This design comes from an exercise in tuning for small area, a short achievable clock period and few clock cycles per item on the open sky130 flow, not from production work. The RTL was checked by simulation tests, not by an equivalence proof against the original design. Power figures rest on the tool's default switching activity, not on a simulated workload.

run 1:
==> flow/design.v (excerpt) <==
module assembly_source_tokenizer_top (
  input  logic               clk_i,
  input  logic               rst_ni,
  input  logic               in_valid_i,
  output logic               in_ready_o,
  input  logic [8:0]         in_data_i,    
  output logic               out_valid_o,
  input  logic               out_ready_i,
  output logic [71:0]        out_data_o    
);
clock: 8.0 ns
lec_check: 0
cap_margin: 20
core_margin: 2
core_utilization: 60
cts_buf_list: sky130_fd_sc_hd__clkbuf_8
place_density: 0.8
setup_slack_margin: 5
slew_margin: 20
standard.sh (not shown) runs the stock make flow with config.mk's settings and CLKGATE_MAP_FILE= SYNTH_SCRIPT=/design/flow/synth_recipe.tcl, a recipe that flattens the netlist after the stock synthesis.
==> flow/flow/run.sh <==
#!/bin/bash
# ORFS layout as the standard flow, with single-strength port buffers.
set -euo pipefail
W=$(pwd)
export BUFFER_PORTS_ARGS="-buffer_cell sky130_fd_sc_hd__buf_1"
make -C "$FLOW_HOME" DESIGN_CONFIG="$FLOW_CONFIG" WORK_HOME="$W/orfs" CLKGATE_MAP_FILE= \
  SYNTH_SCRIPT="$W/synth_recipe.tcl" CAP_MARGIN=20 CORE_MARGIN=2 CORE_UTILIZATION=60 \
  PLACE_DENSITY=0.8 SLEW_MARGIN=20 SETUP_SLACK_MARGIN=5 finish > "$W/make.log" 2>&1
: # left out here: write the final layout as DEF
Testbench counts of run 1, summed over its fixed seeds: cycles 45,176, bytes 43,768.
Modified inputs, run 2 compared to run 1
- swapping 20 for 5 in SLEW_MARGIN
- swapping 20 for 5 in CAP_MARGIN
-- flow/flow/run.sh --
<<< run 1, line 7
  SYNTH_SCRIPT="$W/synth_recipe.tcl" CAP_MARGIN=20 CORE_MARGIN=2 CORE_UTILIZATION=60 \
  PLACE_DENSITY=0.8 SLEW_MARGIN=20 SETUP_SLACK_MARGIN=5 finish > "$W/make.log" 2>&1
>>> run 2, line 7
  SYNTH_SCRIPT="$W/synth_recipe.tcl" CAP_MARGIN=5 CORE_MARGIN=2 CORE_UTILIZATION=60 \
  PLACE_DENSITY=0.8 SLEW_MARGIN=5 SETUP_SLACK_MARGIN=5 finish > "$W/make.log" 2>&1
--- outcome ---
- From run 1 to run 2 the numbers moved as follows: design area now sits at about the same level; fraction of the cycle the final worst path needs now sits at about the same level.
- Changes observed in run 2 relative to run 1: number of fillers in the final layout barely changed; leakage power total closely matched the old numbers.
> inputs changed (run 2 -> run 3)
- SLEW_MARGIN changed from 5 to 20
- CAP_MARGIN changed from 5 to 20
- CORE_UTILIZATION changed from 60 to 70
- PLACE_DENSITY changed from 0.8 to 0.9
-- flow/flow/run.sh --
<<< run 2, line 7
  SYNTH_SCRIPT="$W/synth_recipe.tcl" CAP_MARGIN=5 CORE_MARGIN=2 CORE_UTILIZATION=60 \
  PLACE_DENSITY=0.8 SLEW_MARGIN=5 SETUP_SLACK_MARGIN=5 finish > "$W/make.log" 2>&1
>>> run 3, line 7
  SYNTH_SCRIPT="$W/synth_recipe.tcl" CAP_MARGIN=20 CORE_MARGIN=2 CORE_UTILIZATION=70 \
  PLACE_DENSITY=0.9 SLEW_MARGIN=20 SETUP_SLACK_MARGIN=5 finish > "$W/make.log" 2>&1
==> summary.txt <==
Compared with run 2, in run 3 critical path depth dropped 6, minimum clock period shows an increase of 0.0079 ns, internal power of the cells now sits lower, combined buffer and inverter count along the critical path rose by 1, summed area of non-filler cells in the final layout level.
Run 2 ended up with met1 as its highest-utilization routing layer at the global route stage; run 3 ended up with met2.
Between run 2 and run 3, the fraction of the cycle the final worst path needs figures differ only marginally.
Compared with run 2, run 3 shows a lower transition time at the pin with the least slew margin.
Of run 3 and run 2, it is run 3 that has the higher via count.
Of run 3 and run 2, it is run 3 that has the lower cell area after placement.
Run 2 and run 3 ended up with roughly the same relative area change from synthesis to final layout.
Clock-buffer cell count (lower): run 3
Edits applied to the flow inputs when going from run 3 to run 4:
- a change of CTS_BUF_LIST from sky130_fd_sc_hd__clkbuf_8 to sky130_fd_sc_hd__clkbuf_4 sky130_fd_sc_hd__clkbuf_8
- a change of CORE_UTILIZATION from 70 to 60
- a change of PLACE_DENSITY from 0.9 to 0.8
-- flow/flow/run.sh --
<<< run 3, line 7
  SYNTH_SCRIPT="$W/synth_recipe.tcl" CAP_MARGIN=20 CORE_MARGIN=2 CORE_UTILIZATION=70 \
  PLACE_DENSITY=0.9 SLEW_MARGIN=20 SETUP_SLACK_MARGIN=5 finish > "$W/make.log" 2>&1
>>> run 4, line 7
  SYNTH_SCRIPT="$W/synth_recipe.tcl" CAP_MARGIN=20 CORE_MARGIN=2 CORE_UTILIZATION=60 \
  PLACE_DENSITY=0.8 SLEW_MARGIN=20 SETUP_SLACK_MARGIN=5 finish > "$W/make.log" 2>&1
Results
- Measured against run 4, the filler cell count of run 3 comes out at 0.63 times the reference value.
- Count of clock-net buffers in the final layout was lower in run 3 than in run 4.
- Run 4 ends up with lower share of the final layout cell area in multi-input gates than run 3 does.
- Run 4 vs. run 3: relative slew slack went up by 20 points.
- Wire length of the first global-routing pass delta for run 4 relative to run 3: 4.6% lower
- Run 3 → run 4: non-clock buffer share of cell area dropped 0.40 points; fraction of met3 tracks used by global routing fell by 1.6 points.
- Run 3 → run 4: global-route usage shows a reduction of 7.8 points; final total power shows a reduction of 1.2%.
- A master of the slowest instance on the critical path of sky130_fd_sc_hd__or3_1 is what run 4 shows, while sky130_fd_sc_hd__dfrtp_1 belongs to run 3.
- Relative contribution of combinational cells to total power down 1.1 points in run 4 wrt run 3
- Synthesis-to-layout area growth: run 3 vs run 4, no meaningful difference


assembly_source_tokenizer_top, a different RTL version from the one above (not shown whole).
For scale: roughly 880 cells after synthesis, roughly 87 I/O pins, about 0.0083 sq mm of cells after synthesis.
clock: 8.0 ns
lec_check: 0
cap_margin: 20
core_margin: 2
core_utilization: 25
cts_buf_list: sky130_fd_sc_hd__clkbuf_8
place_density: 0.5
setup_slack_margin: 5
slew_margin: 20
==> flow/flow/run.sh <==
#!/bin/bash
# ORFS layout as the standard flow, with single-strength port buffers.
set -euo pipefail
W=$(pwd)
export BUFFER_PORTS_ARGS="-buffer_cell sky130_fd_sc_hd__buf_1"
make -C "$FLOW_HOME" DESIGN_CONFIG="$FLOW_CONFIG" WORK_HOME="$W/orfs" CLKGATE_MAP_FILE= \
  SYNTH_SCRIPT="$W/synth_recipe.tcl" CAP_MARGIN=20 CORE_MARGIN=2 CORE_UTILIZATION=25 \
  PLACE_DENSITY=0.5 SLEW_MARGIN=20 SETUP_SLACK_MARGIN=5 finish > "$W/make.log" 2>&1
: # left out here: write the final layout as DEF
Testbench counts at the start, summed over its fixed seeds: cycles 45,176, bytes 43,768.
Rerun with:
==> flow/flow/run.sh (replaced) <==
#!/bin/bash
# ORFS layout as the standard flow (same synthesis script and settings), with
# single-strength port buffers and the timing-repair target read from margin.txt.
set -euo pipefail
W=$(pwd)
M=$(cat "$W/flow/margin.txt")
export BUFFER_PORTS_ARGS="-buffer_cell sky130_fd_sc_hd__buf_1"
make -C "$FLOW_HOME" DESIGN_CONFIG="$FLOW_CONFIG" WORK_HOME="$W/orfs" CLKGATE_MAP_FILE= \
  SYNTH_SCRIPT="$W/synth_recipe.tcl" CAP_MARGIN=20 CORE_MARGIN=2 CORE_UTILIZATION=25 \
  PLACE_DENSITY=0.5 SLEW_MARGIN=20 SETUP_SLACK_MARGIN="$M" finish > "$W/make.log" 2>&1
: # left out here: write the final layout as DEF
==> flow/flow/margin.txt (new file) <==
5.4
Sequential cell count does not change.
Maximum frequency is higher by 6.3%.
Setup slack is better by 0.17 ns.
Clock skew is lower by 0.020 ns.
Wire length is higher by 8.1%.
Synthesized cell count does not change.
Synthesized area does not change.
Power is higher by 18%.
Rerun with:
==> flow/flow/run.sh (replaced) <==
#!/bin/bash
# ORFS layout as the standard flow, with single-strength port buffers.
set -euo pipefail
W=$(pwd)
export BUFFER_PORTS_ARGS="-buffer_cell sky130_fd_sc_hd__buf_1"
make -C "$FLOW_HOME" DESIGN_CONFIG="$FLOW_CONFIG" WORK_HOME="$W/orfs" CLKGATE_MAP_FILE= \
  SYNTH_SCRIPT="$W/synth_recipe.tcl" CAP_MARGIN=20 CORE_MARGIN=2 CORE_UTILIZATION=25 \
  PLACE_DENSITY=0.5 SLEW_MARGIN=20 SETUP_SLACK_MARGIN=5 finish > "$W/make.log" 2>&1
: # left out here: write the final layout as DEF
ABC_AREA = 1   (was unset)
removed: flow/flow/margin.txt
Effect:
- The changed run ran to the end with no violations
- area after synthesis increases by 4.1%
- power decreases by 67%
- final area decreases by 11%
Rerun with:
==> flow/flow/run.sh (replaced) <==
#!/bin/bash
# ORFS layout as the standard flow, with single-strength port buffers.
set -euo pipefail
W=$(pwd)
export BUFFER_PORTS_ARGS="-buffer_cell sky130_fd_sc_hd__buf_1"
make -C "$FLOW_HOME" DESIGN_CONFIG="$FLOW_CONFIG" WORK_HOME="$W/orfs" CLKGATE_MAP_FILE= \
  SYNTH_SCRIPT="$W/synth_recipe.tcl" CAP_MARGIN=20 CORE_MARGIN=2 CORE_UTILIZATION=45 \
  PLACE_DENSITY=0.65 SLEW_MARGIN=20 SETUP_SLACK_MARGIN=5 finish > "$W/make.log" 2>&1
: # left out here: write the final layout as DEF
ABC_AREA = unset   (was 1)
CORE_UTILIZATION = 45   (was 25)
PLACE_DENSITY = 0.65   (was 0.5)
The new run produced a clean layout.
Via count decreases by roughly a tenth.
Combinational power increases to 7.0 times its value.
Critical path depth decreases by 1.
Routed wire length decreases by roughly a tenth.
Hold slack gets better by 0.0080 ns.
Die area decreases by well over a third.
Register-to-register slack gets worse by 0.11 ns.
Core utilization increases by 23 points.
Rerun with:
==> flow/flow/run.sh (replaced) <==
#!/bin/bash
# ORFS layout as the standard flow, with single-strength port buffers.
set -euo pipefail
W=$(pwd)
export BUFFER_PORTS_ARGS="-buffer_cell sky130_fd_sc_hd__buf_1"
make -C "$FLOW_HOME" DESIGN_CONFIG="$FLOW_CONFIG" WORK_HOME="$W/orfs" CLKGATE_MAP_FILE= \
  SYNTH_SCRIPT="$W/synth_recipe.tcl" CAP_MARGIN=20 CORE_MARGIN=2 CORE_UTILIZATION=25 \
  PLACE_DENSITY=0.5 SLEW_MARGIN=20 SETUP_SLACK_MARGIN=5 finish > "$W/make.log" 2>&1
: # left out here: write the final layout as DEF
CORE_UTILIZATION = 25   (was 45)
CTS_CLUSTER_DIAMETER = 100   (was unset)
CTS_CLUSTER_SIZE = 32   (was unset)
PLACE_DENSITY = 0.5   (was 0.65)
After rerunning: The new run went through all stages and came out clean; clock skew rises by 0.017 ns; wire length rose by roughly a tenth; die area came out higher by well over a third; final cell count rises by about a fifth; first-iteration DRC count came out lower by roughly a tenth; critical path depth grows by 5; sequential share of layout area fell by 0.86 points.

==> separate check: timing with driven ports <==
In the flow no input, the clock included, has a driving cell. The finished layouts below were timed again as built, in two steps.
Step 1: set_driving_cell puts a clkbuf_16 on clk_i and a buf_2 on each other input, an assumption about the parent block.
Step 2 times the ports against the registers' clock, not the clock port: input delays grow and output delays shrink by t, the midpoint of the rising clock arrivals with the driver on.
Three values: ideal ports, drivers, drivers and shift; two values: the first two.
run | shift t [ns] | slack for setup (ns) | hold WS [ns] | worst data-port slew with drivers (ns) | pins driven straight from the clock port
run 1 | 0.492 | 5.039 / 5.048 / 4.556 | 0.463 / 0.463 / 0.463 | 0.05 | 1
run 2 | 0.491 | 5.034 / 5.043 / 4.552 | 0.463 / 0.463 / 0.463 | 0.05 | 1
run 3 | 0.491 | 5.026 / 4.990 / 4.548 | 0.484 / 0.484 / 0.484 | 0.05 | 1
run 4 | 0.488 | 5.038 / 5.045 / 4.559 | 0.463 / 0.463 / 0.463 | 0.05 | 1
the first run of note 2 | 0.474 | 5.048 / 5.048 / 4.597 | 0.478 / 0.478 / 0.478 | 0.03 | 1
the second run of note 2 | 0.480 | 5.222 / 5.200 / 4.719 | 0.481 / 0.481 / 0.481 | 0.06 | 1
the third run of note 2 | 0.493 | 5.084 / 5.041 / 4.645 | 0.472 / 0.472 / 0.472 | 0.06 | 1
the fourth run of note 2 | 0.477 | 5.105 / 5.062 / 4.662 | 0.480 / 0.480 / 0.480 | 0.03 | 1
the fifth run of note 2 | 0.474 | 5.048 / 5.048 / 4.597 | 0.478 / 0.478 / 0.478 | 0.03 | 1
After both steps setup and hold are still met in every run listed. The setup slack of the second run of note 2, which loses most, moves by -0.022 ns with the drivers and by -0.503 ns with both steps.
